What follows belongs to an exercise in optimizing a design on an open flow for small area; a production flow would make more cautious choices. Function was checked by simulation only, so behaviour that the tests miss may differ from the original. Power and IR drop assume default switching activity.

==> design.v <==
package adda_pkg;
    localparam int unsigned DATA_W_DEF = 8;     
    localparam int unsigned DEPTH_DEF  = 256;   
    typedef enum logic [1:0] {
        ST_IDLE    = 2'd0,
        ST_ARMED   = 2'd1,
        ST_CAPTURE = 2'd2,
        ST_READOUT = 2'd3
    } state_e;
endpackage
module adda_sdp_ram #(
    parameter int unsigned DATA_W = 8,
    parameter int unsigned ADDR_W = 8
) (
    input  logic              clk_i,
    input  logic              ins0_i,
    input  logic              ins1_i,
    input  logic [DATA_W-1:0] wdata_i,
    input  logic [ADDR_W-1:0] raddr_i,
    output logic [DATA_W-1:0] rdata_o,
    output logic [DATA_W-1:0] slot1_o
);
    localparam int unsigned SLOTS = 1 << ADDR_W;
    localparam int unsigned G1    = (SLOTS + 2) / 3;    
    logic [DATA_W-1:0] ring_q [SLOTS];
    always_ff @(posedge clk_i) begin
        ring_q[0] <= ins0_i ? wdata_i : ring_q[SLOTS-1];
        ring_q[1] <= ins1_i ? wdata_i : ring_q[0];
        for (int unsigned i = 2; i < SLOTS; i++) begin
            ring_q[i] <= ring_q[i-1];
        end
    end
    assign slot1_o = ring_q[1];
    logic [SLOTS-1:0] sel;
    always_comb begin
        for (int unsigned s = 0; s < SLOTS; s++) begin
            sel[s] = (raddr_i == ADDR_W'(s + 1));
        end
    end
    for (genvar b = 0; b < DATA_W; b++) begin : g_bit
        logic [3*G1-1:0] d;
        logic [3*G1-1:0] s;
        logic [G1-1:0]   t1_n;    
        always_comb begin
            d = '0;
            s = '0;
            for (int unsigned i = 0; i < SLOTS; i++) begin
                d[i] = ring_q[i][b];
                s[i] = sel[i];
            end
        end
        for (genvar g = 0; g < G1; g++) begin : g_l1
            if (3 * g + 2 < SLOTS) begin : g_3
                adda_aoi222 u_aoi (
                    .a0_i (s[3*g]),   .b0_i (d[3*g]),
                    .a1_i (s[3*g+1]), .b1_i (d[3*g+1]),
                    .a2_i (s[3*g+2]), .b2_i (d[3*g+2]),
                    .y_no (t1_n[g])
                );
            end else if (3 * g + 1 < SLOTS) begin : g_2
                adda_aoi22 u_aoi (
                    .a0_i (s[3*g]),   .b0_i (d[3*g]),
                    .a1_i (s[3*g+1]), .b1_i (d[3*g+1]),
                    .y_no (t1_n[g])
                );
            end else begin : g_1
                adda_nand2 u_nand (
                    .a_i  (s[3*g]),
                    .b_i  (d[3*g]),
                    .y_no (t1_n[g])
                );
            end
        end
        assign rdata_o[b] = ~&t1_n;
    end
endmodule
module adda_aoi222 (
    input  logic a0_i,
    input  logic b0_i,
    input  logic a1_i,
    input  logic b1_i,
    input  logic a2_i,
    input  logic b2_i,
    output logic y_no
);
    assign y_no = ~((a0_i & b0_i) | (a1_i & b1_i) | (a2_i & b2_i));
endmodule
module adda_aoi22 (
    input  logic a0_i,
    input  logic b0_i,
    input  logic a1_i,
    input  logic b1_i,
    output logic y_no
);
    assign y_no = ~((a0_i & b0_i) | (a1_i & b1_i));
endmodule
module adda_nand2 (
    input  logic a_i,
    input  logic b_i,
    output logic y_no
);
    assign y_no = ~(a_i & b_i);
endmodule
module adc_capture_buffer #(
    parameter int unsigned DATA_W = adda_pkg::DATA_W_DEF,
    parameter int unsigned DEPTH  = adda_pkg::DEPTH_DEF
) (
    input  logic              i_clk,
    input  logic              i_rst_n,
    output logic              o_adc_clk,
    input  logic [DATA_W-1:0] i_adc_data,
    input  logic              i_arm,
    input  logic              i_abort,
    input  logic [DATA_W-1:0] i_trig_level,
    input  logic              i_trig_falling,
    output logic              o_rd_valid,
    input  logic              i_rd_ready,
    output logic [DATA_W-1:0] o_rd_data,
    output logic              o_rd_last,
    output logic              o_busy,
    output logic              o_done
);
    localparam int unsigned AW = $clog2(DEPTH);
    localparam logic [AW:0] PTR_CAP_LAST = (AW+1)'(2 * (DEPTH - 1));
    localparam logic [AW-1:0] CNT_MID  = 8'h62;
    localparam logic [AW-1:0] CNT_LAST = 8'h80;
    adda_pkg::state_e  state_q,    state_d;
    logic              adc_clk_q;
    logic              rd_valid_q, rd_valid_d;
    logic              done_q,     done_d;
    logic [AW-1:0]     cnt_q,      cnt_d;
    logic [AW-1:0]     cnt_next;
    logic [AW:0]       rptr_q,     rptr_d;
    logic              strobe;
    logic              fire;
    logic              cnt_last;
    logic              trig_hit;
    logic              ins;
    logic              ins_hi;
    logic              rptr_down;
    logic              rptr_keep;
    logic [AW:0]       rptr_step;
    logic [DATA_W-1:0] prev;
    logic [DATA_W-1:0] ring_rdata;
    assign strobe   = adc_clk_q;
    assign fire     = rd_valid_q & i_rd_ready;
    assign cnt_last = (cnt_q == CNT_LAST);
    assign cnt_next = {cnt_q[AW-2:0],
                       cnt_q[7] ^ cnt_q[5] ^ cnt_q[4] ^ cnt_q[3] ^ (cnt_q[AW-2:0] == '0)};
    assign rptr_down = fire;
    assign rptr_keep = fire & (cnt_q == CNT_MID);
    always_comb begin
        logic [AW:0] flip;
        logic        run;
        run = ~rptr_keep;
        for (int unsigned i = 0; i <= AW; i++) begin
            flip[i] = run;
            run     = run & (rptr_q[i] ^ rptr_down);
        end
        rptr_step = rptr_q ^ flip;
    end
    function automatic logic less(input logic [DATA_W-1:0] a, input logic [DATA_W-1:0] b,
                                  input logic ci);
        less = ci;
        for (int unsigned i = 0; i < DATA_W; i++) begin
            less = (~a[i] & b[i]) | ((~a[i] | b[i]) & less);
        end
    endfunction
    assign trig_hit = (less(prev, i_trig_level, i_trig_falling) ^ i_trig_falling)
                   && (less(i_adc_data, i_trig_level, i_trig_falling) ^ ~i_trig_falling);
    always_ff @(posedge i_clk or negedge i_rst_n) begin
        if (!i_rst_n) begin
            state_q    <= adda_pkg::ST_IDLE;
            adc_clk_q  <= 1'b0;
            rd_valid_q <= 1'b0;
            done_q     <= 1'b0;
        end else begin
            state_q    <= state_d;
            adc_clk_q  <= ~adc_clk_q;
            rd_valid_q <= rd_valid_d;
            done_q     <= done_d;
        end
    end
    always_ff @(posedge i_clk) begin
        cnt_q  <= cnt_d;
        rptr_q <= rptr_d;
    end
    always_comb begin
        state_d    = state_q;
        cnt_d      = cnt_q;
        rptr_d     = rptr_step;
        rd_valid_d = 1'b0;
        done_d     = 1'b0;
        ins        = strobe;
        ins_hi     = 1'b0;
        unique case (state_q)
            adda_pkg::ST_IDLE: begin
                cnt_d = '0;
                if (i_arm) begin
                    state_d = adda_pkg::ST_ARMED;
                end
            end
            adda_pkg::ST_ARMED: begin
                rptr_d = (AW+1)'(1);
                if (strobe) begin
                    cnt_d = AW'(1);
                    if (cnt_q[0] && trig_hit) begin
                        state_d = adda_pkg::ST_CAPTURE;
                    end
                end
            end
            adda_pkg::ST_CAPTURE: begin
                cnt_d  = '0;
                ins_hi = rptr_q[AW];
                if (strobe && rptr_q == PTR_CAP_LAST) begin
                    state_d = adda_pkg::ST_READOUT;
                end
            end
            adda_pkg::ST_READOUT: begin
                ins        = 1'b0;
                rd_valid_d = 1'b1;
                if (fire) begin
                    cnt_d = cnt_next;
                    if (cnt_last) begin
                        rd_valid_d = 1'b0;
                        done_d     = 1'b1;
                        state_d    = adda_pkg::ST_IDLE;
                    end
                end
            end
            default: state_d = adda_pkg::ST_IDLE;
        endcase
        if (i_abort) begin
            state_d    = adda_pkg::ST_IDLE;
            rd_valid_d = 1'b0;
            done_d     = 1'b0;
        end
    end
    adda_sdp_ram #(
        .DATA_W (DATA_W),
        .ADDR_W (AW)
    ) u_ring (
        .clk_i   (i_clk),
        .ins0_i  (ins & ~ins_hi),
        .ins1_i  (ins & ins_hi),
        .wdata_i (i_adc_data),
        .raddr_i (rptr_q[AW-1:0]),
        .rdata_o (ring_rdata),
        .slot1_o (prev)
    );
    assign o_adc_clk  = adc_clk_q;
    assign o_rd_valid = rd_valid_q;
    assign o_rd_data  = rd_valid_q ? ring_rdata : '0;
    assign o_rd_last  = rd_valid_q & cnt_last;
    assign o_busy     = (state_q != adda_pkg::ST_IDLE);
    assign o_done     = done_q;
endmodule
==> flow/run.sh <==
#!/bin/bash
# Layout flow: the standard ORFS flow (standard.sh), except that the port
# buffers that global placement inserts are sky130_fd_sc_hd__buf_1 instead
# of the buffer the resizer picks. The make run's full output goes to
# orfs_finish.log in the work folder.
set -euo pipefail
export BUFFER_PORTS_ARGS="-buffer_cell sky130_fd_sc_hd__buf_1"
bash standard.sh "BUFFER_PORTS_ARGS=$BUFFER_PORTS_ARGS" finish > orfs_finish.log 2>&1
test -f out/final.def
==> standard.sh <==
#!/bin/bash
# synth_recipe.tcl (not shown) runs the flow's synth.tcl, then flattens the netlist and writes it again
# the make line also repeats each setting of config.mk as NAME=value (left out here)
make -C /OpenROAD-flow-scripts/flow DESIGN_CONFIG=/design/flow/config.mk WORK_HOME=/design/flow/orfs CLKGATE_MAP_FILE= SYNTH_SCRIPT=/design/flow/synth_recipe.tcl "${@:-finish}"
==> config.mk <==
export PLATFORM = sky130hd
export DESIGN_NAME = adc_capture_buffer
export DESIGN_NICKNAME = adc_capture_buffer
export VERILOG_FILES = /design/flow/design.v
export SDC_FILE = /design/flow/constraint.sdc
export NUM_CORES = 4
export LEC_CHECK = 0
export CAP_MARGIN = 20
export CORE_MARGIN = 2
export CORE_UTILIZATION = 60
export CTS_CLUSTER_DIAMETER = 100
export CTS_CLUSTER_SIZE = 28
export SLEW_MARGIN = 20
export SYNTH_HIERARCHICAL = 1
==> constraint.sdc <==
create_clock -name core_clock -period 10.0 [get_ports {i_clk}]
set_input_delay 2.0000 -clock core_clock [delete_from_list [all_inputs] [get_ports {i_clk}]]
set_output_delay 2.0000 -clock core_clock [all_outputs]
set_load 0.01 [all_outputs]
==> report_table.html, run 1 <==
<table>
<tr><th>Metric</th><th>Value</th></tr>
<tr><th colspan="2">Place</th></tr>
<tr><td>Final weighted congestion in routability-driven placement</td><td>approximately 0.96</td></tr>
<tr><td>Placed wire-length estimate after detailed placement</td><td>between 100000 and 150000 um</td></tr>
<tr><td>Post-placement cell area</td><td>approximately 0.054 mm2</td></tr>
<tr><td>Placement-stage worst setup slack</td><td>a little under 3 ns</td></tr>
<tr><td>Placed Cells incl. Taps</td><td>roughly 4700</td></tr>
<tr><td>Port buffer count</td><td>34</td></tr>
<tr><th colspan="2">Routing</th></tr>
<tr><td>Antenna-violating nets left</td><td>0</td></tr>
<tr><td>DRC</td><td>0</td></tr>
<tr><td>Total wire length</td><td>about 150000 um</td></tr>
<tr><td>DRC marker count from the first detailed-route iteration</td><td>approximately 6700</td></tr>
<tr><td>Average wire per cell in the routed design</td><td>roughly 31 um</td></tr>
<tr><td>Ratio of routed vias to standard cells</td><td>around 6.8</td></tr>
<tr><td>Routed vias</td><td>roughly 32000</td></tr>
<tr><td>Iteration count of the initial detailed-routing pass</td><td>11</td></tr>
<tr><th colspan="2">Synth</th></tr>
<tr><td>Cell count after synthesis</td><td>approximately 3500</td></tr>
<tr><td>Simple-gate share of the synthesized area</td><td>under 10%</td></tr>
<tr><td>Synthesis warning total</td><td>9</td></tr>
<tr><td>Main combinational cell family by area after synthesis</td><td>compound AO/OA/AOI/OAI gates</td></tr>
<tr><td>Cell area after technology mapping</td><td>0.0524 mm2</td></tr>
<tr><td>Compound-gate portion of the synthesized area</td><td>a little over an eighth</td></tr>
<tr><td>Count of different cell masters after synthesis</td><td>53</td></tr>
<tr><td>Synthesized-area fraction occupied by xor and xnor cells</td><td>0.184%</td></tr>
<tr><td>Share of synthesized cell area in full adder, half adder and majority cells</td><td>0.244%</td></tr>
<tr><td>Prevailing post-synth register cell</td><td>sky130_fd_sc_hd__dfxtp_1</td></tr>
<tr><td>Sequential element share of the synthesized area</td><td>around 80%</td></tr>
<tr><td>Post-synthesis average cell area</td><td>15.0 um2</td></tr>
<tr><td>Synth async-reset ratio</td><td>less than 1%</td></tr>
<tr><td>Synthesized net count</td><td>3530</td></tr>
<tr><td>Proportion of synthesized area in mux cells</td><td>0.401%</td></tr>
<tr><td>EDFF count, synth</td><td>8</td></tr>
<tr><td>#FFs+latches synth</td><td>around 2100</td></tr>
<tr><th colspan="2">CTS</th></tr>
<tr><td>H-tree levels</td><td>3</td></tr>
<tr><td>Clock latency on the worst-skew pair</td><td>around 0.68 ns</td></tr>
<tr><td>Cell at the root of the clock tree</td><td>sky130_fd_sc_hd__clkbuf_16</td></tr>
<tr><td>Number of sinks driven by the clock tree</td><td>around 2100</td></tr>
<tr><td>Clock transition at the registers of the reported paths</td><td>0.11 ns</td></tr>
<tr><td>CTS Buffer Depth</td><td>3</td></tr>
<tr><td>CTS tree</td><td>done</td></tr>
<tr><td>Post-CTS sizing</td><td>0</td></tr>
<tr><td>CTS Hold Buffers Added</td><td>0</td></tr>
<tr><td>Cts bufs inserted</td><td>83</td></tr>
<tr><td>Post-CTS Setup Repair Bufs</td><td>0</td></tr>
<tr><th colspan="2">Critical path</th></tr>
<tr><td>Crit path capture type</td><td>primary output</td></tr>
<tr><td>WP buf/inv</td><td>2</td></tr>
<tr><td>Start-to-end type of the worst setup path</td><td>flip-flop to primary output</td></tr>
<tr><td>Critical Path, Cell by Cell</td><td>nor2_1 -&gt; nand2_1 -&gt; buf_4 -&gt; nor2_1 -&gt; a222oi_1 -&gt; nand4_1 -&gt; nor4_1 -&gt; nand4_1 -&gt; or4_1 -&gt; and2_1 -&gt; buf_1</td></tr>
<tr><td>Largest delay contributor family on the critical path</td><td>simple AND/OR/NAND/NOR gates</td></tr>
<tr><td>Slowest Stage Delay on Critical Path</td><td>1.01 ns</td></tr>
<tr><td>Data required time of the critical path</td><td>roughly 8.0 ns</td></tr>
<tr><td>Kind of launch point of the worst setup path</td><td>flip-flop</td></tr>
<tr><td>Max Fanout on Critical Path</td><td>14</td></tr>
<tr><td>Slowest cell on the critical path</td><td>sky130_fd_sc_hd__nor4_1</td></tr>
<tr><td>Arrival @ worst endpoint</td><td>approximately 6.1 ns</td></tr>
<tr><th colspan="2">Global route</th></tr>
<tr><td>Vias in the first global route</td><td>approximately 32000</td></tr>
<tr><td>All-Layer GR Usage</td><td>~32%</td></tr>
<tr><td>First-pass GRT wire length</td><td>215000 um</td></tr>
<tr><td>Total congestion overflow after global routing</td><td>0</td></tr>
<tr><td>Number of antenna violations at the first check in global routing</td><td>6</td></tr>
<tr><td>Maximum number of pins on one net before global-route repair</td><td>30</td></tr>
<tr><th colspan="2">Finish</th></tr>
<tr><td>Final core occ</td><td>about two thirds</td></tr>
<tr><td>Share of post-route cells with drive strength above 1</td><td>under 10%</td></tr>
<tr><td>Top library cells by usage in the layout, fill and taps aside</td><td>2057 x sky130_fd_sc_hd__dfxtp_1, 682 x sky130_fd_sc_hd__a222oi_1, 274 x sky130_fd_sc_hd__nor2_1</td></tr>
<tr><td>Leading cell type in the layout, fill and taps excluded</td><td>sky130_fd_sc_hd__dfxtp_1</td></tr>
<tr><td>Area growth from synthesis to final layout</td><td>7.19%</td></tr>
<tr><td>Design Area, Final</td><td>~0.056 mm2</td></tr>
<tr><td>Number of nets at the end of the flow</td><td>around 3600</td></tr>
<tr><td>Layout Cells excl Fill</td><td>between 4000 and 5000</td></tr>
<tr><th colspan="2">Timing</th></tr>
<tr><td>Fmax achieved</td><td>approximately 120 MHz</td></tr>
<tr><td>Final worst-path cycle share</td><td>between 80 and 90%</td></tr>
<tr><td>Headroom to the max-slew limit</td><td>between 20% and 30%</td></tr>
<tr><td>Final hold violation count</td><td>0</td></tr>
<tr><td>Number of setup violations in the final report</td><td>0</td></tr>
<tr><td>Unrepaired setup endpoints after global routing</td><td>false</td></tr>
<tr><td>Fin worst setup slack</td><td>between 1.5 and 2 ns</td></tr>
<tr><td>Final period demand of the worst path</td><td>8.10 ns</td></tr>
<tr><td>Worst hold slack across all endpoints</td><td>around 0.34 ns</td></tr>
<tr><td>Worst slew pin tran</td><td>around 1.1 ns</td></tr>
<tr><td>Final slew viol count</td><td>0</td></tr>
<tr><td>Worst clock skew</td><td>between 0.03 and 0.04 ns</td></tr>
<tr><td>Sum of negative setup slack</td><td>0 ns</td></tr>
<tr><th colspan="2">Power</th></tr>
<tr><td>Leakage power total</td><td>a little over 20 nW</td></tr>
<tr><td>PwrDens</td><td>232 mW/mm2</td></tr>
<tr><td>PnR Total Power</td><td>~13 mW</td></tr>
<tr><td>Largest voltage drop on the vdd net</td><td>roughly 0.00017 V</td></tr>
<tr><th colspan="2">Floorplan</th></tr>
<tr><td>Die width</td><td>roughly 300 um</td></tr>
<tr><td>Boundary Pins</td><td>35</td></tr>
<tr><td>Die extent in y</td><td>approximately 300 um</td></tr>
<tr><td>Initial standard-cell utilization of the core</td><td>just over 60%</td></tr>
<tr><td>Placeable core area</td><td>roughly 0.087 mm2</td></tr>
<tr><td>Area of the die</td><td>between 0.08 and 0.09 mm2</td></tr>
<tr><td>Core Rows</td><td>108</td></tr>
<tr><th colspan="2">Outcome</th></tr>
<tr><td>Result of the run</td><td>complete, no violations</td></tr>
<tr><th colspan="2">Min path</th></tr>
<tr><td>Min-delay worst type</td><td>flip-flop to flip-flop</td></tr>
<tr><th colspan="2">Job</th></tr>
<tr><td>Number of violations of the max-capacitance limit</td><td>0</td></tr>
</table>
==> area by class of cell <==
type | count | area [um2]
inverters | 16 | 60.1
fillers | 6309 | 30500
clock inverters | 6 | 67.6
diodes | 2 | 5.00
multi-input cells | 1368 | 10600
clock buffers | 87 | 2100
flip-flops and latches | 2070 | 41500
repair buffers | 59 | 323
well taps | 1155 | 1450
==> layer usage <==
| layer | wire length [um] | track usage [%] | share of wire [%] |
|---|---|---|---|
| met5 | 26 | 0 | 0.018 |
| met4 | 5740 | 11.3 | 3.9 |
| met3 | 13400 | 5.07 | 9.0 |
| met2 | 66300 | 50.3 | 45 |
| met1 | 62700 | 46.4 | 42 |
==> worst paths after layout <==
kind | slack, ns | start | cells after the start | end
worst max-delay path | 1.90 | rptr_q[2]$_SDFF_PN0_ | 11 | o_rd_data[0]
worst min-delay path | 0.34 | u_ring.ring_q[61][4]$_DFF_P_ | 0 | u_ring.ring_q[62][4]$_DFF_P_
worst max register to register | 7.31 | rd_valid_q$_DFF_PN0_ | 7 | state_q[1]$_DFFE_PN0P_
worst min register to register | 0.34 | u_ring.ring_q[61][4]$_DFF_P_ | 0 | u_ring.ring_q[62][4]$_DFF_P_
max in group asynchronous | 8.60 | i_rst_n | 1 | state_q[1]$_DFFE_PN0P_
min in group asynchronous | 1.17 | i_rst_n | 1 | rd_valid_q$_DFF_PN0_
==> power breakdown <==
group | total, mW | leakage (nW) | switching (mW) | internal (mW)
registers | 8.47 | 16.9 | 0.109 | 8.36
clock network | 3.90 | 1.07 | 2.37 | 1.52
logic | 0.645 | 2.50 | 0.488 | 0.157
==> registers in the layout, summed over array words and instances, names as in the netlist <==
signal,flops
state_q,2
done_q,1
u_ring.ring_q,2048
cnt_q,8
rd_valid_q,1
adc_clk_q,1
rptr_q,9
==> Yosys stat by module, one instance, submodules excluded, excerpt <==
| module | copies in the design | flops+latches |
|---|---|---|
| adda_aoi222 | 680 | 0 |
| adc_capture_buffer | 1 | 22 |
| adda_nand2 | 8 | 0 |
==> synth_stat cells, drive strengths merged, types with 2 or more instances <==
cell,instances,share of area (%)
a211oi,3,0.053
a21oi,8,0.076
a222oi,682,13
a22oi,2,0.029
and2,17,0.20
and2b,3,0.050
and3,3,0.041
buf,11,0.15
clkbuf,36,0.26
dfrtp,5,0.24
dfxtp,2057,79
edfxtp,8,0.46
ha,7,0.17
inv,16,0.11
maj3,4,0.076
mux2,16,0.34
mux2i,3,0.057
nand2,42,0.30
nand2b,5,0.060
nand3,14,0.13
nand4,182,2.2
nor2,275,2.0
nor2b,11,0.13
nor4,33,0.42
o21ai,7,0.067
o22ai,3,0.036
or2b,4,0.065
or3,5,0.060
or4,17,0.24
xnor2,6,0.10
xor2,5,0.084
==> worst register-to-register path: stages, from the launching register on <==
cell and delay (ns):
sky130_fd_sc_hd__dfrtp_1 0.75, sky130_fd_sc_hd__and2_0 0.48, sky130_fd_sc_hd__nand4_2 0.18, sky130_fd_sc_hd__a221o_1 0.35, sky130_fd_sc_hd__or3_1 0.31, sky130_fd_sc_hd__and4bb_1 0.29, sky130_fd_sc_hd__a211oi_2 0.06, sky130_fd_sc_hd__mux2i_1 0.19
==> cells by family after synthesis <==
| group | Yosys count |
|---|---|
| xor gates and xnor gates | 11 |
| buffers and inverters | 63 |
| adders and majority gates | 11 |
| AOI/OAI and AO/OA | 714 |
| DFF | 2070 |
| and+or+nand+nor | 613 |
| muxes | 19 |
==> run 2: changes to the inputs <==
--- a/config.mk
+++ b/config.mk
@@ -10,5 +10,5 @@
 export CORE_UTILIZATION = 60
 export CTS_CLUSTER_DIAMETER = 100
-export CTS_CLUSTER_SIZE = 28
+export CTS_CLUSTER_SIZE = 25
 export SLEW_MARGIN = 20
 export SYNTH_HIERARCHICAL = 1
==> report_table.html, run 2 <==
<table>
<tr><th>Metric</th><th>Value</th></tr>
<tr><th colspan="2">Outcome</th></tr>
<tr><td>Result of the run</td><td>complete, no violations</td></tr>
<tr><th colspan="2">Synth</th></tr>
<tr><td>Cell area after technology mapping</td><td>0.0524 mm2 (unchanged)</td></tr>
<tr><td>#FFs+latches synth</td><td>2070 (unchanged)</td></tr>
<tr><td>Library cell with the largest summed area after synthesis</td><td>sky130_fd_sc_hd__dfxtp_1</td></tr>
<tr><td>Synthesized net count</td><td>3530 (unchanged)</td></tr>
<tr><td>Prevailing post-synth register cell</td><td>sky130_fd_sc_hd__dfxtp_1</td></tr>
<tr><td>Cell count after synthesis</td><td>3501 (unchanged)</td></tr>
<tr><td>Cell with the most instances after synthesis</td><td>sky130_fd_sc_hd__dfxtp_1</td></tr>
<tr><td>Synth top area cells</td><td>sky130_fd_sc_hd__dfxtp_1 79%, sky130_fd_sc_hd__a222oi_1 13%, sky130_fd_sc_hd__nand4_1 2.2%</td></tr>
<tr><td>Count of different cell masters after synthesis</td><td>53 (unchanged)</td></tr>
<tr><td>EDFF count, synth</td><td>8 (unchanged)</td></tr>
<tr><td>Synthesis warning total</td><td>9 (unchanged)</td></tr>
<tr><td>Most frequent cells after synthesis</td><td>2057 x sky130_fd_sc_hd__dfxtp_1, 682 x sky130_fd_sc_hd__a222oi_1, 275 x sky130_fd_sc_hd__nor2_1</td></tr>
<tr><td>Post-synthesis average cell area</td><td>15.0 um2 (unchanged)</td></tr>
<tr><td>Sequential element share of the synthesized area</td><td>79.3% (unchanged)</td></tr>
<tr><td>Area fraction of the dominant cell type after synthesis</td><td>78.6% (unchanged)</td></tr>
<tr><td>Synth async-reset ratio</td><td>0.242% (unchanged)</td></tr>
<tr><th colspan="2">Routing</th></tr>
<tr><td>Ratio of routed vias to standard cells</td><td>6.84 (+0.44%)</td></tr>
<tr><td>Total wire length</td><td>149000 um (+0.30%)</td></tr>
<tr><td>DRC marker count from the first detailed-route iteration</td><td>6609 (-1.7%)</td></tr>
<tr><td>Iteration count of the initial detailed-routing pass</td><td>11 (unchanged)</td></tr>
<tr><td>DRC</td><td>0 (unchanged)</td></tr>
<tr><td>Average wire per cell in the routed design</td><td>31.2 um (+0.15%)</td></tr>
<tr><td>Routed vias</td><td>32607 (+0.59%)</td></tr>
<tr><td>Antenna-violating nets left</td><td>0 (unchanged)</td></tr>
<tr><th colspan="2">Global route</th></tr>
<tr><td>Maximum number of pins on one net before global-route repair</td><td>27 (-10%)</td></tr>
<tr><td>Vias in the first global route</td><td>31665 (+0.016%)</td></tr>
<tr><td>First-pass GRT wire length</td><td>215000 um (about the same)</td></tr>
<tr><td>Total congestion overflow after global routing</td><td>0 (unchanged)</td></tr>
<tr><td>Number of antenna violations at the first check in global routing</td><td>7 (+1)</td></tr>
<tr><td>All-Layer GR Usage</td><td>32.4% (+0.044 points)</td></tr>
<tr><th colspan="2">CTS</th></tr>
<tr><td>Number of sinks driven by the clock tree</td><td>2070 (unchanged)</td></tr>
<tr><td>Clock latency on the worst-skew pair</td><td>0.68 ns (about the same)</td></tr>
<tr><td>Cell at the root of the clock tree</td><td>sky130_fd_sc_hd__clkbuf_16</td></tr>
<tr><td>Clock transition at the registers of the reported paths</td><td>0.10 ns (about the same)</td></tr>
<tr><td>Post-CTS sizing</td><td>0 (unchanged)</td></tr>
<tr><td>Cts bufs inserted</td><td>92 (+11%)</td></tr>
<tr><td>H-tree levels</td><td>3 (unchanged)</td></tr>
<tr><td>CTS tree</td><td>done</td></tr>
<tr><td>CTS Hold Buffers Added</td><td>0 (unchanged)</td></tr>
<tr><td>CTS Buffer Depth</td><td>3 (unchanged)</td></tr>
<tr><td>Post-CTS Setup Repair Bufs</td><td>0 (unchanged)</td></tr>
<tr><th colspan="2">Floorplan</th></tr>
<tr><td>Core Rows</td><td>108 (unchanged)</td></tr>
<tr><td>Die width</td><td>299 um (unchanged)</td></tr>
<tr><td>Die extent in y</td><td>299 um (unchanged)</td></tr>
<tr><td>Placeable core area</td><td>0.0866 mm2 (unchanged)</td></tr>
<tr><td>Initial standard-cell utilization of the core</td><td>60.5% (unchanged)</td></tr>
<tr><td>Area of the die</td><td>0.0897 mm2 (unchanged)</td></tr>
<tr><td>Boundary Pins</td><td>35 (unchanged)</td></tr>
<tr><th colspan="2">Timing</th></tr>
<tr><td>Final worst-path cycle share</td><td>80.0% (-0.96 points)</td></tr>
<tr><td>Sum of negative setup slack</td><td>0 ns (unchanged)</td></tr>
<tr><td>Number of setup violations in the final report</td><td>0 (unchanged)</td></tr>
<tr><td>Fmax achieved</td><td>125 MHz (+1.2%)</td></tr>
<tr><td>Unrepaired setup endpoints after global routing</td><td>false</td></tr>
<tr><td>Worst slew pin tran</td><td>1.19 ns (+0.0518 ns)</td></tr>
<tr><td>Final hold violation count</td><td>0 (unchanged)</td></tr>
<tr><td>Final slew viol count</td><td>0 (unchanged)</td></tr>
<tr><td>Final period demand of the worst path</td><td>8.00 ns (-0.0964 ns)</td></tr>
<tr><td>Worst clock skew</td><td>0.0241 ns (-0.00682 ns)</td></tr>
<tr><td>Headroom to the max-slew limit</td><td>20.4% (-3.5 points)</td></tr>
<tr><th colspan="2">Min path</th></tr>
<tr><td>Worst min-delay path startpoint</td><td>u_ring.ring_q[95][7]$_DFF_P_</td></tr>
<tr><td>End of the worst hold path</td><td>u_ring.ring_q[96][7]$_DFF_P_</td></tr>
<tr><td>Number of instances on the worst hold path</td><td>0 (unchanged)</td></tr>
<tr><td>Min-delay worst type</td><td>flip-flop to flip-flop</td></tr>
<tr><th colspan="2">Finish</th></tr>
<tr><td>Share of post-route cells with drive strength above 1</td><td>4.34% (+0.21 points)</td></tr>
<tr><td>Top library cells by usage in the layout, fill and taps aside</td><td>2057 x sky130_fd_sc_hd__dfxtp_1, 682 x sky130_fd_sc_hd__a222oi_1, 274 x sky130_fd_sc_hd__nor2_1</td></tr>
<tr><td>Layout Cells excl Fill</td><td>4770 (+0.15%)</td></tr>
<tr><td>Register with the most flip-flops</td><td>u_ring.ring_q</td></tr>
<tr><td>Leading cell type in the layout, fill and taps excluded</td><td>sky130_fd_sc_hd__dfxtp_1</td></tr>
<tr><td>Max FFs per register</td><td>2048 (unchanged)</td></tr>
<tr><td>Number of nets at the end of the flow</td><td>3635 (+0.22%)</td></tr>
<tr><td>Registers with the highest flip-flop counts</td><td>u_ring.ring_q: 2048 flops, rptr_q: 9 flops, cnt_q: 8 flops</td></tr>
<tr><td>Area growth from synthesis to final layout</td><td>7.69%</td></tr>
<tr><th colspan="2">Critical path</th></tr>
<tr><td>Critical path's most frequent cell</td><td>sky130_fd_sc_hd__nand4_1</td></tr>
<tr><td>WP buf/inv</td><td>1 (-1)</td></tr>
<tr><td>Register-to-register setup slack</td><td>7.27 ns (-0.04 ns)</td></tr>
<tr><td>Critical Path, Cell by Cell</td><td>nor2b_1 -&gt; nand2_1 -&gt; nor2_1 -&gt; a222oi_1 -&gt; nand4_1 -&gt; nor4_1 -&gt; nand4_1 -&gt; or4_1 -&gt; and2_1 -&gt; buf_1</td></tr>
<tr><td>Data required time of the critical path</td><td>8.00 ns (about the same)</td></tr>
<tr><td>R2r worst-path depth</td><td>7 (unchanged)</td></tr>
<tr><td>Largest delay contributor family on the critical path</td><td>simple AND/OR/NAND/NOR gates</td></tr>
<tr><td>Kind of launch point of the worst setup path</td><td>flip-flop</td></tr>
<tr><td>Reg2reg end</td><td>state_q[1]$_DFFE_PN0P_</td></tr>
<tr><td>Slowest cell on the critical path</td><td>sky130_fd_sc_hd__nor4_1</td></tr>
<tr><td>Crit path capture type</td><td>primary output</td></tr>
<tr><td>Slowest Stage Delay on Critical Path</td><td>1.00 ns (about the same)</td></tr>
<tr><td>R2R Path Start</td><td>rd_valid_q$_DFF_PN0_</td></tr>
<tr><td>Max Fanout on Critical Path</td><td>16 (+2)</td></tr>
<tr><td>Start-to-end type of the worst setup path</td><td>flip-flop to primary output</td></tr>
<tr><td>Arrival @ worst endpoint</td><td>6.00 ns (-0.10 ns)</td></tr>
<tr><th colspan="2">Power</th></tr>
<tr><td>Largest voltage drop on the vdd net</td><td>0.000155 V (-10%)</td></tr>
<tr><td>PwrDens</td><td>234 mW/mm2 (+1.2%)</td></tr>
<tr><td>Leakage power total</td><td>20.6 nW (+0.64%)</td></tr>
<tr><th colspan="2">Place</th></tr>
<tr><td>Final weighted congestion in routability-driven placement</td><td>0.963 (unchanged)</td></tr>
<tr><td>Placed wire-length estimate after detailed placement</td><td>109000 um (unchanged)</td></tr>
<tr><td>Placed Cells incl. Taps</td><td>4667 (unchanged)</td></tr>
<tr><td>Port buffer count</td><td>34 (unchanged)</td></tr>
<tr><th colspan="2">Job</th></tr>
<tr><td>Number of violations of the max-capacitance limit</td><td>0 (unchanged)</td></tr>
</table>
[run 2: cell types whose count changed in the layout (fill, tap and decap cells not counted), sizes merged]
cell,before,now
diode,2,1
clkinv,2,1
clkbuf,87,97
inv,20,19
buf,59,58
bufinv,0,1
[run 2: worst max-delay path by stage]
stage                                     from  depth (start not counted)           end
after global routing      rptr_q[6]$_SDFF_PN0_                         10  o_rd_data[4]
after global placement    rptr_q[0]$_SDFF_PN1_                         12  o_rd_data[5]
final                     rptr_q[6]$_SDFF_PN0_                         10  o_rd_data[4]
after CTS                 rptr_q[0]$_SDFF_PN1_                         12  o_rd_data[5]
after detailed placement  rptr_q[0]$_SDFF_PN1_                         12  o_rd_data[5]
after floorplan           rptr_q[3]$_SDFF_PN0_                          9  o_rd_data[0]
[run 2: worst register-to-register path, stage by stage, from the launching register on]
cell and delay [ns]:
sky130_fd_sc_hd__dfrtp_1 0.77, sky130_fd_sc_hd__and2_0 0.49, sky130_fd_sc_hd__nand4_2 0.18, sky130_fd_sc_hd__a221o_1 0.36, sky130_fd_sc_hd__or3_1 0.31, sky130_fd_sc_hd__and4bb_1 0.30
sky130_fd_sc_hd__a211oi_2 0.06, sky130_fd_sc_hd__mux2i_1 0.19
[run 2: stage by stage]
stage / setup slack [ns] / cell area, um2 / power [mW] / util (%) / hold slack, ns
2_1_floorplan: 5.13 / 52400 / 8.93 / - / 0.330
3_3_place_gp: 2.96 / 53900 / 9.24 / 62.3 / 0.331
3_5_place_dp: 2.90 / 54000 / 9.27 / 62.3 / 0.335
4_1_cts: 2.14 / 56400 / 13.2 / 65.1 / 0.343
5_1_grt: 1.96 / 56400 / 13.6 / 65.1 / 0.350
6_report: 2.00 / 56400 / 13.2 / 65.1 / 0.338
[run 2: per-module statistics from Yosys (local to each module, per instance), excerpt]
module | area (um2) | copies in the design
adda_nand2 | 3.75 | 8
adc_capture_buffer | 1560 | 1
adda_aoi222 | 10.0 | 680
[run 2: power breakdown]
group	leakage, nW	total (mW)	switching [mW]	internal, mW
registers	16.9	8.46	0.108	8.36
logic	2.49	0.646	0.489	0.157
clock network	1.20	4.11	2.39	1.72
total	20.6	13.2	2.98	10.2
[run 2: routing by layer]
metal / share of wire (%) / GRT usage (%) / wire length, um / vias up
met2: 45 / 50.2 / 66400 / 1865
met3: 9.2 / 5.25 / 13700 / 276
li1: - / - / - / 14139
met5: 0.0067 / 0 / 10 / -
met1: 42 / 46.3 / 62900 / 16325
met4: 3.7 / 11.7 / 5550 / 2
[run 2: logic make-up (layout without fill, tap and decap cells)]
| group | count (synthesis) | after routing | share of synthesized area (%) |
|---|---|---|---|
| flip-flops | 2070 | 2070 | 79.3 |
| AO/OA/AOI/OAI | 714 | 714 | 13.4 |
| AND/OR/NAND/NOR | 613 | 613 | 5.91 |
| buffers and inverters | 63 | 176 | 0.521 |
| multiplexers | 19 | 19 | 0.401 |
| adder cells (fa/ha/maj) | 11 | 11 | 0.244 |
| XOR/XNOR | 11 | 11 | 0.184 |
| other | 0 | 1 | 0 |
[run 2: layout make-up]
| cell class | instances | area (um2) |
|---|---|---|
| inverters | 16 | 60.1 |
| clock buffers | 97 | 2360 |
| diodes | 1 | 2.50 |
| multi-input cells | 1368 | 10600 |
| well taps | 1155 | 1450 |
| repair buffers | 58 | 312 |
| flip-flops and latches | 2070 | 41500 |
| clock inverters | 5 | 83.8 |
| fillers | 6284 | 30200 |
==> run 3: changes to the inputs <==
==> flow/run.sh (replaced) <==
#!/bin/bash
# Layout flow: the standard ORFS flow (standard.sh), except that
#  - the port buffers that global placement inserts are sky130_fd_sc_hd__buf_1
#    instead of the buffer the resizer picks;
set -euo pipefail
export BUFFER_PORTS_ARGS="-buffer_cell sky130_fd_sc_hd__buf_1"
export CTS_ARGS="-sink_clustering_enable -repair_clock_nets -sink_clustering_size 28 -sink_clustering_max_diameter 100 -dont_use_dummy_load"
bash standard.sh "BUFFER_PORTS_ARGS=$BUFFER_PORTS_ARGS" "CTS_ARGS=$CTS_ARGS" finish > orfs_finish.log 2>&1
test -f out/final.def
--- a/config.mk
+++ b/config.mk
@@ -10,5 +10,5 @@
 export CORE_UTILIZATION = 60
 export CTS_CLUSTER_DIAMETER = 100
-export CTS_CLUSTER_SIZE = 25
+export CTS_CLUSTER_SIZE = 28
 export SLEW_MARGIN = 20
 export SYNTH_HIERARCHICAL = 1
==> report_table.html, run 3 <==
<table>
<tr><th>Metric</th><th>Value</th></tr>
<tr><th colspan="2">Floorplan</th></tr>
<tr><td>Die extent in y</td><td>299 um (unchanged)</td></tr>
<tr><td>Boundary Pins</td><td>35 (unchanged)</td></tr>
<tr><td>Die width</td><td>299 um (unchanged)</td></tr>
<tr><td>Area of the die</td><td>0.0897 mm2 (unchanged)</td></tr>
<tr><td>Initial standard-cell utilization of the core</td><td>60.5% (unchanged)</td></tr>
<tr><td>Placeable core area</td><td>0.0866 mm2 (unchanged)</td></tr>
<tr><td>Core Rows</td><td>108 (unchanged)</td></tr>
<tr><th colspan="2">Power</th></tr>
<tr><td>Leakage power total</td><td>20.4 nW (-0.84%)</td></tr>
<tr><td>Largest voltage drop on the vdd net</td><td>0.000168 V (+8.6%)</td></tr>
<tr><td>PwrDens</td><td>231 mW/mm2 (-1.5%)</td></tr>
<tr><th colspan="2">Critical path</th></tr>
<tr><td>Arrival @ worst endpoint</td><td>6.04 ns (+0.04 ns)</td></tr>
<tr><td>Crit path capture type</td><td>primary output</td></tr>
<tr><td>Start-to-end type of the worst setup path</td><td>flip-flop to primary output</td></tr>
<tr><td>Kind of launch point of the worst setup path</td><td>flip-flop</td></tr>
<tr><td>WP buf/inv</td><td>2 (+1)</td></tr>
<tr><td>Slowest Stage Delay on Critical Path</td><td>1.00 ns (about the same)</td></tr>
<tr><td>Largest delay contributor family on the critical path</td><td>simple AND/OR/NAND/NOR gates</td></tr>
<tr><td>Register-to-register setup slack</td><td>7.29 ns (+0.02 ns)</td></tr>
<tr><td>Max Fanout on Critical Path</td><td>14 (-2)</td></tr>
<tr><td>Data required time of the critical path</td><td>8.00 ns (about the same)</td></tr>
<tr><td>Critical Path, Cell by Cell</td><td>nor2_1 -&gt; nand2_1 -&gt; buf_4 -&gt; nor2_1 -&gt; a222oi_1 -&gt; nand4_1 -&gt; nor4_1 -&gt; nand4_1 -&gt; or4_1 -&gt; and2_1 -&gt; buf_1</td></tr>
<tr><td>Slowest cell on the critical path</td><td>sky130_fd_sc_hd__nor4_1</td></tr>
<tr><th colspan="2">Timing</th></tr>
<tr><td>Fmax achieved</td><td>124 MHz (-0.47%)</td></tr>
<tr><td>Final period demand of the worst path</td><td>8.04 ns (+0.0382 ns)</td></tr>
<tr><td>Sum of negative setup slack</td><td>0 ns (unchanged)</td></tr>
<tr><td>Headroom to the max-slew limit</td><td>23.0% (+2.7 points)</td></tr>
<tr><td>Worst slew pin tran</td><td>1.15 ns (-0.0400 ns)</td></tr>
<tr><td>Final slew viol count</td><td>0 (unchanged)</td></tr>
<tr><td>Worst clock skew</td><td>0.0453 ns (+0.0212 ns)</td></tr>
<tr><td>Final hold violation count</td><td>0 (unchanged)</td></tr>
<tr><td>Unrepaired setup endpoints after global routing</td><td>false</td></tr>
<tr><td>Number of setup violations in the final report</td><td>0 (unchanged)</td></tr>
<tr><td>Final worst-path cycle share</td><td>80.4% (+0.38 points)</td></tr>
<tr><th colspan="2">Routing</th></tr>
<tr><td>DRC</td><td>0 (unchanged)</td></tr>
<tr><td>DRC marker count from the first detailed-route iteration</td><td>6716 (+1.6%)</td></tr>
<tr><td>Routed vias</td><td>32424 (-0.56%)</td></tr>
<tr><td>Average wire per cell in the routed design</td><td>31.2 um (about the same)</td></tr>
<tr><td>Iteration count of the initial detailed-routing pass</td><td>10 (-1)</td></tr>
<tr><td>Ratio of routed vias to standard cells</td><td>6.82 (-0.18%)</td></tr>
<tr><td>Antenna-violating nets left</td><td>0 (unchanged)</td></tr>
<tr><td>Total wire length</td><td>148000 um (-0.32%)</td></tr>
<tr><th colspan="2">CTS</th></tr>
<tr><td>CTS Buffer Depth</td><td>3 (unchanged)</td></tr>
<tr><td>Clock transition at the registers of the reported paths</td><td>0.11 ns (about the same)</td></tr>
<tr><td>Clock latency on the worst-skew pair</td><td>0.69 ns (about the same)</td></tr>
<tr><td>CTS tree</td><td>done</td></tr>
<tr><td>Cell at the root of the clock tree</td><td>sky130_fd_sc_hd__clkbuf_16</td></tr>
<tr><td>Post-CTS Setup Repair Bufs</td><td>0 (unchanged)</td></tr>
<tr><td>Cts bufs inserted</td><td>83 (-9.8%)</td></tr>
<tr><td>H-tree levels</td><td>3 (unchanged)</td></tr>
<tr><td>CTS Hold Buffers Added</td><td>0 (unchanged)</td></tr>
<tr><td>Post-CTS sizing</td><td>0 (unchanged)</td></tr>
<tr><td>Number of sinks driven by the clock tree</td><td>2070 (unchanged)</td></tr>
<tr><th colspan="2">Finish</th></tr>
<tr><td>Share of post-route cells with drive strength above 1</td><td>3.95% (-0.40 points)</td></tr>
<tr><td>Max FFs per register</td><td>2048 (unchanged)</td></tr>
<tr><td>Layout Cells excl Fill</td><td>4752 (-0.38%)</td></tr>
<tr><td>Fill cells</td><td>6318 (+0.54%)</td></tr>
<tr><td>Top library cells by usage in the layout, fill and taps aside</td><td>2057 x sky130_fd_sc_hd__dfxtp_1, 682 x sky130_fd_sc_hd__a222oi_1, 274 x sky130_fd_sc_hd__nor2_1</td></tr>
<tr><td>Leading cell type in the layout, fill and taps excluded</td><td>sky130_fd_sc_hd__dfxtp_1</td></tr>
<tr><td>Final core occ</td><td>64.7% (-0.41 points)</td></tr>
<tr><td>Registers with the highest flip-flop counts</td><td>u_ring.ring_q: 2048 flops, rptr_q: 9 flops, cnt_q: 8 flops</td></tr>
<tr><td>Area growth from synthesis to final layout</td><td>7.01%</td></tr>
<tr><td>Register area</td><td>0.0415 mm2 (unchanged)</td></tr>
<tr><td>Area of the multi-input gates</td><td>0.0106 mm2 (unchanged)</td></tr>
<tr><td>Design Area, Final</td><td>0.0561 mm2 (-0.64%)</td></tr>
<tr><td>Register with the most flip-flops</td><td>u_ring.ring_q</td></tr>
<tr><td>Number of nets at the end of the flow</td><td>3627 (-0.22%)</td></tr>
<tr><th colspan="2">Synth</th></tr>
<tr><td>Cell area after technology mapping</td><td>0.0524 mm2 (unchanged)</td></tr>
<tr><td>#FFs+latches synth</td><td>2070 (unchanged)</td></tr>
<tr><td>Prevailing post-synth register cell</td><td>sky130_fd_sc_hd__dfxtp_1</td></tr>
<tr><td>Simple-gate share of the synthesized area</td><td>5.91% (unchanged)</td></tr>
<tr><td>Proportion of synthesized area in mux cells</td><td>0.401% (unchanged)</td></tr>
<tr><td>Share of synthesized cell area in full adder, half adder and majority cells</td><td>0.244% (unchanged)</td></tr>
<tr><td>EDFF count, synth</td><td>8 (unchanged)</td></tr>
<tr><td>Compound-gate portion of the synthesized area</td><td>13.4% (unchanged)</td></tr>
<tr><td>Cell with the most instances after synthesis</td><td>sky130_fd_sc_hd__dfxtp_1</td></tr>
<tr><td>Synth async-reset ratio</td><td>0.242% (unchanged)</td></tr>
<tr><td>Library cell with the largest summed area after synthesis</td><td>sky130_fd_sc_hd__dfxtp_1</td></tr>
<tr><td>Synthesized-area fraction occupied by xor and xnor cells</td><td>0.184% (unchanged)</td></tr>
<tr><td>Count of different cell masters after synthesis</td><td>53 (unchanged)</td></tr>
<tr><td>Most frequent cells after synthesis</td><td>2057 x sky130_fd_sc_hd__dfxtp_1, 682 x sky130_fd_sc_hd__a222oi_1, 275 x sky130_fd_sc_hd__nor2_1</td></tr>
<tr><td>Main combinational cell family by area after synthesis</td><td>compound AO/OA/AOI/OAI gates</td></tr>
<tr><td>Post-synthesis average cell area</td><td>15.0 um2 (unchanged)</td></tr>
<tr><td>Synth top area cells</td><td>sky130_fd_sc_hd__dfxtp_1 79%, sky130_fd_sc_hd__a222oi_1 13%, sky130_fd_sc_hd__nand4_1 2.2%</td></tr>
<tr><td>Synthesis warning total</td><td>9 (unchanged)</td></tr>
<tr><td>Area fraction of the dominant cell type after synthesis</td><td>78.6% (unchanged)</td></tr>
<tr><td>Sequential element share of the synthesized area</td><td>79.3% (unchanged)</td></tr>
<tr><td>Cell count after synthesis</td><td>3501 (unchanged)</td></tr>
<tr><td>Synthesized net count</td><td>3530 (unchanged)</td></tr>
<tr><th colspan="2">Global route</th></tr>
<tr><td>All-Layer GR Usage</td><td>32.3% (-0.054 points)</td></tr>
<tr><td>Number of antenna violations at the first check in global routing</td><td>7 (unchanged)</td></tr>
<tr><td>Vias in the first global route</td><td>31625 (-0.13%)</td></tr>
<tr><td>Total congestion overflow after global routing</td><td>0 (unchanged)</td></tr>
<tr><td>First-pass GRT wire length</td><td>215000 um (about the same)</td></tr>
<tr><td>Maximum number of pins on one net before global-route repair</td><td>29 (+7.4%)</td></tr>
<tr><th colspan="2">Place</th></tr>
<tr><td>Placed Cells incl. Taps</td><td>4667 (unchanged)</td></tr>
<tr><td>Placed wire-length estimate after detailed placement</td><td>109000 um (unchanged)</td></tr>
<tr><td>Final weighted congestion in routability-driven placement</td><td>0.963 (unchanged)</td></tr>
<tr><td>Post-placement cell area</td><td>0.0540 mm2 (unchanged)</td></tr>
<tr><td>Port buffer count</td><td>34 (unchanged)</td></tr>
<tr><th colspan="2">Job</th></tr>
<tr><td>Number of violations of the max-capacitance limit</td><td>0 (unchanged)</td></tr>
<tr><th colspan="2">Min path</th></tr>
<tr><td>Min-delay worst type</td><td>flip-flop to flip-flop</td></tr>
<tr><th colspan="2">Outcome</th></tr>
<tr><td>Result of the run</td><td>complete, no violations</td></tr>
</table>
## run 3: cell types whose count changed in the layout (fill, tap and decap cells not counted)
cell	previous run	this run
sky130_fd_sc_hd__buf_6	1	2
sky130_fd_sc_hd__bufinv_16	1	0
sky130_fd_sc_hd__clkinv_8	1	0
sky130_fd_sc_hd__clkbuf_16	94	83
sky130_fd_sc_hd__inv_16	1	0
sky130_fd_sc_hd__clkbuf_1	3	0
sky130_fd_sc_hd__inv_6	2	0
## run 3: per-stage QoR
stage / hold WS [ns] / worst slack (ns) / total power [mW]
after floorplan: 0.330 / 5.13 / 8.93
after global placement: 0.331 / 2.96 / 9.24
after detailed placement: 0.335 / 2.90 / 9.27
after CTS: 0.329 / 2.17 / 12.9
after global routing: 0.342 / 2.00 / 13.3
final: 0.327 / 1.96 / 12.9
## run 3: kinds of logic (layout without fill, tap and decap cells)
family                     count (synthesis)  in the layout
and+or+nand+nor                          613            613
buffers and inverters                     63            158
muxes                                     19             19
xor gates and xnor gates                  11             11
AOI/OAI and AO/OA                        714            714
DFF                                     2070           2070
other                                      0              1
adders and majority gates                 11             11
## run 3: layout make-up
cell class                 instances  share of cell area [%]
sequential                      2070                    74.1
timing repair buffer              59                   0.576
multi-input combinational       1368                    18.9
tap                             1155                    2.58
clock buffer                      83                    3.71
antenna                            1                 0.00446
inverter                          16                   0.107
## run 3: worst paths after layout
path / start / endpoint / depth (start not counted)
setup / recovery: rptr_q[2]$_SDFF_PN0_ / o_rd_data[0] / 11
hold / removal: u_ring.ring_q[50][4]$_DFF_P_ / u_ring.ring_q[51][4]$_DFF_P_ / 0
setup reg to reg: rd_valid_q$_DFF_PN0_ / state_q[1]$_DFFE_PN0P_ / 7
hold reg to reg: u_ring.ring_q[50][4]$_DFF_P_ / u_ring.ring_q[51][4]$_DFF_P_ / 0
max in group asynchronous: i_rst_n / state_q[1]$_DFFE_PN0P_ / 1
min in group asynchronous: i_rst_n / state_q[0]$_DFFE_PN0P_ / 1
## run 3: metal layers
metal	up-vias	GRT usage (%)	wire, um
met5	-	0	26
met4	4	11.6	5900
met3	308	5.07	13400
met2	1803	50.1	66000
met1	16218	46.4	62800
li1	14091	-	-
## run 3: modules after synthesis, one instance, submodules excluded, excerpt
module	times used	cells	cell area, um2
adda_nand2	8	1	3.75
adc_capture_buffer	1	175	1560
adda_aoi222	680	1	10.0
## run 3: report_power, final
group | switching, mW | leakage, nW | internal (mW)
Clock | 2.33 | 1.02 | 1.50
Combinational | 0.489 | 2.50 | 0.157
Sequential | 0.108 | 16.9 | 8.36
Total | 2.93 | 20.4 | 10.0
==> run 4: changes to the inputs <==
--- a/flow/run.sh
+++ b/flow/run.sh
@@ -5,5 +5,5 @@
 set -euo pipefail
 export BUFFER_PORTS_ARGS="-buffer_cell sky130_fd_sc_hd__buf_1"
-export CTS_ARGS="-sink_clustering_enable -repair_clock_nets -sink_clustering_size 28 -sink_clustering_max_diameter 100 -dont_use_dummy_load"
+export CTS_ARGS="-sink_clustering_enable -repair_clock_nets -sink_clustering_size 28 -sink_clustering_max_diameter 60 -dont_use_dummy_load"
 bash standard.sh "BUFFER_PORTS_ARGS=$BUFFER_PORTS_ARGS" "CTS_ARGS=$CTS_ARGS" finish > orfs_finish.log 2>&1
 test -f out/final.def
--- a/config.mk
+++ b/config.mk
@@ -9,5 +9,5 @@
 export CORE_MARGIN = 2
 export CORE_UTILIZATION = 60
-export CTS_CLUSTER_DIAMETER = 100
+export CTS_CLUSTER_DIAMETER = 60
 export CTS_CLUSTER_SIZE = 28
 export SLEW_MARGIN = 20
==> report_table.html, run 4 <==
<table>
<tr><th>Metric</th><th>Value</th></tr>
<tr><th colspan="2">Outcome</th></tr>
<tr><td>Result of the run</td><td>complete, no violations</td></tr>
<tr><th colspan="2">Finish</th></tr>
<tr><td>Registers with the highest flip-flop counts</td><td>u_ring.ring_q: 2048 flops, rptr_q: 9 flops, cnt_q: 8 flops</td></tr>
<tr><td>Number of nets at the end of the flow</td><td>3650 (+0.63%)</td></tr>
<tr><td>Fill cells</td><td>6240 (-1.2%)</td></tr>
<tr><td>Area growth from synthesis to final layout</td><td>8.13%</td></tr>
<tr><td>Leading cell type in the layout, fill and taps excluded</td><td>sky130_fd_sc_hd__dfxtp_1</td></tr>
<tr><td>Share of post-route cells with drive strength above 1</td><td>4.56% (+0.61 points)</td></tr>
<tr><td>Design Area, Final</td><td>0.0566 mm2 (+1.1%)</td></tr>
<tr><td>Max FFs per register</td><td>2048 (unchanged)</td></tr>
<tr><td>Top library cells by usage in the layout, fill and taps aside</td><td>2057 x sky130_fd_sc_hd__dfxtp_1, 682 x sky130_fd_sc_hd__a222oi_1, 274 x sky130_fd_sc_hd__nor2_1</td></tr>
<tr><td>Register with the most flip-flops</td><td>u_ring.ring_q</td></tr>
<tr><th colspan="2">Global route</th></tr>
<tr><td>Total congestion overflow after global routing</td><td>0 (unchanged)</td></tr>
<tr><td>Maximum number of pins on one net before global-route repair</td><td>29 (unchanged)</td></tr>
<tr><td>Number of antenna violations at the first check in global routing</td><td>6 (-1)</td></tr>
<tr><td>Vias in the first global route</td><td>31869 (+0.77%)</td></tr>
<tr><td>First-pass GRT wire length</td><td>215000 um (+0.27%)</td></tr>
<tr><td>All-Layer GR Usage</td><td>32.5% (+0.16 points)</td></tr>
<tr><th colspan="2">Place</th></tr>
<tr><td>Port buffer count</td><td>34 (unchanged)</td></tr>
<tr><td>Final weighted congestion in routability-driven placement</td><td>0.963 (unchanged)</td></tr>
<tr><td>Placement-stage worst setup slack</td><td>2.90 ns (unchanged)</td></tr>
<tr><td>Placed wire-length estimate after detailed placement</td><td>109000 um (unchanged)</td></tr>
<tr><td>Post-placement cell area</td><td>0.0540 mm2 (unchanged)</td></tr>
<tr><th colspan="2">Synth</th></tr>
<tr><td>Sequential element share of the synthesized area</td><td>79.3% (unchanged)</td></tr>
<tr><td>Count of different cell masters after synthesis</td><td>53 (unchanged)</td></tr>
<tr><td>Most frequent cells after synthesis</td><td>2057 x sky130_fd_sc_hd__dfxtp_1, 682 x sky130_fd_sc_hd__a222oi_1, 275 x sky130_fd_sc_hd__nor2_1</td></tr>
<tr><td>Synth async-reset ratio</td><td>0.242% (unchanged)</td></tr>
<tr><td>Cell area after technology mapping</td><td>0.0524 mm2 (unchanged)</td></tr>
<tr><td>Synthesized net count</td><td>3530 (unchanged)</td></tr>
<tr><td>Library cell with the largest summed area after synthesis</td><td>sky130_fd_sc_hd__dfxtp_1</td></tr>
<tr><td>Synth top area cells</td><td>sky130_fd_sc_hd__dfxtp_1 79%, sky130_fd_sc_hd__a222oi_1 13%, sky130_fd_sc_hd__nand4_1 2.2%</td></tr>
<tr><td>Prevailing post-synth register cell</td><td>sky130_fd_sc_hd__dfxtp_1</td></tr>
<tr><td>Cell with the most instances after synthesis</td><td>sky130_fd_sc_hd__dfxtp_1</td></tr>
<tr><td>Synthesis warning total</td><td>9 (unchanged)</td></tr>
<tr><td>Post-synthesis average cell area</td><td>15.0 um2 (unchanged)</td></tr>
<tr><td>Area fraction of the dominant cell type after synthesis</td><td>78.6% (unchanged)</td></tr>
<tr><td>#FFs+latches synth</td><td>2070 (unchanged)</td></tr>
<tr><td>EDFF count, synth</td><td>8 (unchanged)</td></tr>
<tr><td>Cell count after synthesis</td><td>3501 (unchanged)</td></tr>
<tr><th colspan="2">Floorplan</th></tr>
<tr><td>Die extent in y</td><td>299 um (unchanged)</td></tr>
<tr><td>Placeable core area</td><td>0.0866 mm2 (unchanged)</td></tr>
<tr><td>Initial standard-cell utilization of the core</td><td>60.5% (unchanged)</td></tr>
<tr><td>Die width</td><td>299 um (unchanged)</td></tr>
<tr><td>Area of the die</td><td>0.0897 mm2 (unchanged)</td></tr>
<tr><td>Core Rows</td><td>108 (unchanged)</td></tr>
<tr><td>Boundary Pins</td><td>35 (unchanged)</td></tr>
<tr><th colspan="2">CTS</th></tr>
<tr><td>Clock latency on the worst-skew pair</td><td>0.72 ns (+0.03 ns)</td></tr>
<tr><td>H-tree levels</td><td>3 (unchanged)</td></tr>
<tr><td>CTS tree</td><td>done</td></tr>
<tr><td>Cell at the root of the clock tree</td><td>sky130_fd_sc_hd__clkbuf_16</td></tr>
<tr><td>Cts bufs inserted</td><td>107 (+29%)</td></tr>
<tr><td>CTS Hold Buffers Added</td><td>0 (unchanged)</td></tr>
<tr><td>Post-CTS sizing</td><td>0 (unchanged)</td></tr>
<tr><td>Number of sinks driven by the clock tree</td><td>2070 (unchanged)</td></tr>
<tr><td>CTS Buffer Depth</td><td>3 (unchanged)</td></tr>
<tr><td>Post-CTS Setup Repair Bufs</td><td>0 (unchanged)</td></tr>
<tr><td>Clock transition at the registers of the reported paths</td><td>0.10 ns (about the same)</td></tr>
<tr><th colspan="2">Timing</th></tr>
<tr><td>Final worst-path cycle share</td><td>80.4% (about the same)</td></tr>
<tr><td>Worst clock skew</td><td>0.0578 ns (+0.0125 ns)</td></tr>
<tr><td>Sum of negative setup slack</td><td>0 ns (unchanged)</td></tr>
<tr><td>Fin worst setup slack</td><td>1.96 ns (-0.000300 ns)</td></tr>
<tr><td>Final period demand of the worst path</td><td>8.04 ns (+0.000300 ns)</td></tr>
<tr><td>Headroom to the max-slew limit</td><td>20.3% (-2.7 points)</td></tr>
<tr><td>Unrepaired setup endpoints after global routing</td><td>false</td></tr>
<tr><td>Final slew viol count</td><td>0 (unchanged)</td></tr>
<tr><td>Worst slew pin tran</td><td>1.19 ns (+0.0410 ns)</td></tr>
<tr><td>Fmax achieved</td><td>124 MHz (about the same)</td></tr>
<tr><td>Final hold violation count</td><td>0 (unchanged)</td></tr>
<tr><td>Number of setup violations in the final report</td><td>0 (unchanged)</td></tr>
<tr><th colspan="2">Critical path</th></tr>
<tr><td>Max Fanout on Critical Path</td><td>14 (unchanged)</td></tr>
<tr><td>Crit path capture type</td><td>primary output</td></tr>
<tr><td>Slowest Stage Delay on Critical Path</td><td>1.05 ns (+0.05 ns)</td></tr>
<tr><td>Critical Path, Cell by Cell</td><td>nor2_1 -&gt; nand2_1 -&gt; buf_4 -&gt; nor2_1 -&gt; a222oi_1 -&gt; nand4_1 -&gt; nor4_1 -&gt; nand4_1 -&gt; or4_1 -&gt; and2_1 -&gt; buf_1</td></tr>
<tr><td>Start-to-end type of the worst setup path</td><td>flip-flop to primary output</td></tr>
<tr><td>Arrival @ worst endpoint</td><td>6.04 ns (about the same)</td></tr>
<tr><td>Kind of launch point of the worst setup path</td><td>flip-flop</td></tr>
<tr><td>Data required time of the critical path</td><td>8.00 ns (about the same)</td></tr>
<tr><td>Largest delay contributor family on the critical path</td><td>simple AND/OR/NAND/NOR gates</td></tr>
<tr><td>Slowest cell on the critical path</td><td>sky130_fd_sc_hd__nor4_1</td></tr>
<tr><td>WP buf/inv</td><td>2 (unchanged)</td></tr>
<tr><th colspan="2">Routing</th></tr>
<tr><td>DRC</td><td>0 (unchanged)</td></tr>
<tr><td>Routed vias</td><td>32652 (+0.70%)</td></tr>
<tr><td>DRC marker count from the first detailed-route iteration</td><td>6765 (+0.73%)</td></tr>
<tr><td>Total wire length</td><td>149000 um (+0.39%)</td></tr>
<tr><td>Average wire per cell in the routed design</td><td>31.1 um (about the same)</td></tr>
<tr><td>Ratio of routed vias to standard cells</td><td>6.84 (+0.22%)</td></tr>
<tr><td>Iteration count of the initial detailed-routing pass</td><td>12 (+2)</td></tr>
<tr><td>Antenna-violating nets left</td><td>0 (unchanged)</td></tr>
<tr><th colspan="2">Power</th></tr>
<tr><td>Largest voltage drop on the vdd net</td><td>0.000185 V (+9.9%)</td></tr>
<tr><td>PwrDens</td><td>237 mW/mm2 (+2.5%)</td></tr>
<tr><td>Leakage power total</td><td>20.7 nW (+1.4%)</td></tr>
<tr><th colspan="2">Min path</th></tr>
<tr><td>Min-delay worst type</td><td>flip-flop to flip-flop</td></tr>
<tr><th colspan="2">Job</th></tr>
<tr><td>Number of violations of the max-capacitance limit</td><td>0 (unchanged)</td></tr>
</table>
## run 4: changes by cell type in the layout (fill, tap and decap cells not counted)
cell / change
sky130_fd_sc_hd__buf_6: -1
sky130_fd_sc_hd__clkbuf_16: +24
## run 4: routing by layer
| layer | up-vias | share of wire [%] | track usage (%) |
|---|---|---|---|
| li1 | 14161 | - | - |
| met1 | 16319 | 43 | 46.5 |
| met2 | 1883 | 45 | 50.5 |
| met3 | 287 | 9.1 | 5.18 |
| met4 | 2 | 3.5 | 11.4 |
| met5 | - | 0.0067 | 0 |
## run 4: final timing paths
| path | depth (start not counted) | to | start | slack, ns |
|---|---|---|---|---|
| worst max-delay path | 11 | o_rd_data[0] | rptr_q[2]$_SDFF_PN0_ | 1.96 |
| worst min-delay path | 0 | u_ring.ring_q[113][2]$_DFF_P_ | u_ring.ring_q[112][2]$_DFF_P_ | 0.30 |
| worst max register to register | 7 | state_q[1]$_DFFE_PN0P_ | rd_valid_q$_DFF_PN0_ | 7.30 |
| worst min register to register | 0 | u_ring.ring_q[113][2]$_DFF_P_ | u_ring.ring_q[112][2]$_DFF_P_ | 0.30 |
| max in group asynchronous | 1 | rd_valid_q$_DFF_PN0_ | i_rst_n | 8.63 |
| min in group asynchronous | 1 | state_q[0]$_DFFE_PN0P_ | i_rst_n | 1.15 |
## run 4: logic make-up (layout without fill, tap and decap cells)
group                      Yosys count  after routing  share of synthesized area, %
AOI/OAI and AO/OA                  714            714                          13.4
xor gates and xnor gates            11             11                         0.184
adders and majority gates           11             11                         0.244
buffers and inverters               63            181                         0.521
DFF                               2070           2070                          79.3
muxes                               19             19                         0.401
other                                0              1                             0
and+or+nand+nor                    613            613                          5.91
## run 4: stage by stage
stage	hold WS, ns	util, %	cells	total power, mW
after detailed placement	0.335	62.3	4667	9.27
final	0.301	65.4	4775	13.4
after floorplan	0.330	-	3501	8.93
after global routing	0.299	65.4	4774	13.8
after CTS	0.297	65.4	4774	13.4
after global placement	0.331	62.3	4666	9.24
## run 4: layout make-up
| cell class | count | area (um2) | area share [%] |
|---|---|---|---|
| Sequential cell | 2070 | 41500 | 73.3 |
| Timing Repair Buffer | 58 | 312 | 0.550 |
| Inverter | 16 | 60.1 | 0.106 |
| Tap cell | 1155 | 1450 | 2.55 |
| Antenna cell | 1 | 2.50 | 0.00442 |
| Clock buffer | 107 | 2680 | 4.73 |
| Multi-Input combinational cell | 1368 | 10600 | 18.7 |
## run 4: Yosys stat by module (local to each module, per instance), excerpt
module	flops+latches	times used	cell area, um2
adda_aoi222	0	680	10.0
adc_capture_buffer	22	1	1560
adda_nand2	0	8	3.75
## run 4: report_power, final
group / internal, mW / switching (mW) / leakage [nW] / total [mW]
Sequential: 8.36 / 0.107 / 16.9 / 8.46
Combinational: 0.157 / 0.491 / 2.49 / 0.648
Clock: 1.90 / 2.41 / 1.32 / 4.30
## run 4: worst reg2reg max path, delay by kind of cell, from the launching register on
| family | cells | cell delay (ns) |
|---|---|---|
| DFF | 1 | 0.75 |
| and+or+nand+nor | 4 | 1.28 |
| AOI/OAI and AO/OA | 2 | 0.42 |
| muxes | 1 | 0.18 |

-- afterwards: timing with drivers on the ports --
In the flow no input, the clock included, has a driving cell. The finished layouts below were timed again as built, in two steps. Step 1: set_driving_cell puts a clkbuf_16 on i_clk and a buf_2 on each other input, an assumption about the parent block. Step 2 adds t to the input delays and takes it off the output delays; t is the mean of the earliest and latest rising clock arrival at the registers after step 1. Input paths then give back, and output paths get back, about the clock's delay inside the block. Three values: ideal ports, drivers, drivers and shift; two values: the first two.
run | t, ns | setup WS [ns] | worst hold slack (ns) | worst register clock-pin slew, ns | cell pins on the clock port's net
run 1 | 0.737 | 1.902 / 1.833 / 2.570 | 0.339 / 0.339 / 0.339 | 0.11 / 0.11 | 1
run 2 | 0.734 | 1.998 / 1.933 / 2.668 | 0.338 / 0.338 / 0.338 | 0.10 / 0.10 | 1
run 3 | 0.726 | 1.960 / 1.892 / 2.617 | 0.327 / 0.327 / 0.327 | 0.11 / 0.11 | 1
run 4 | 0.748 | 1.960 / 1.894 / 2.642 | 0.301 / 0.301 / 0.301 | 0.10 / 0.10 | 1
After both steps setup and hold are still met in every run listed.
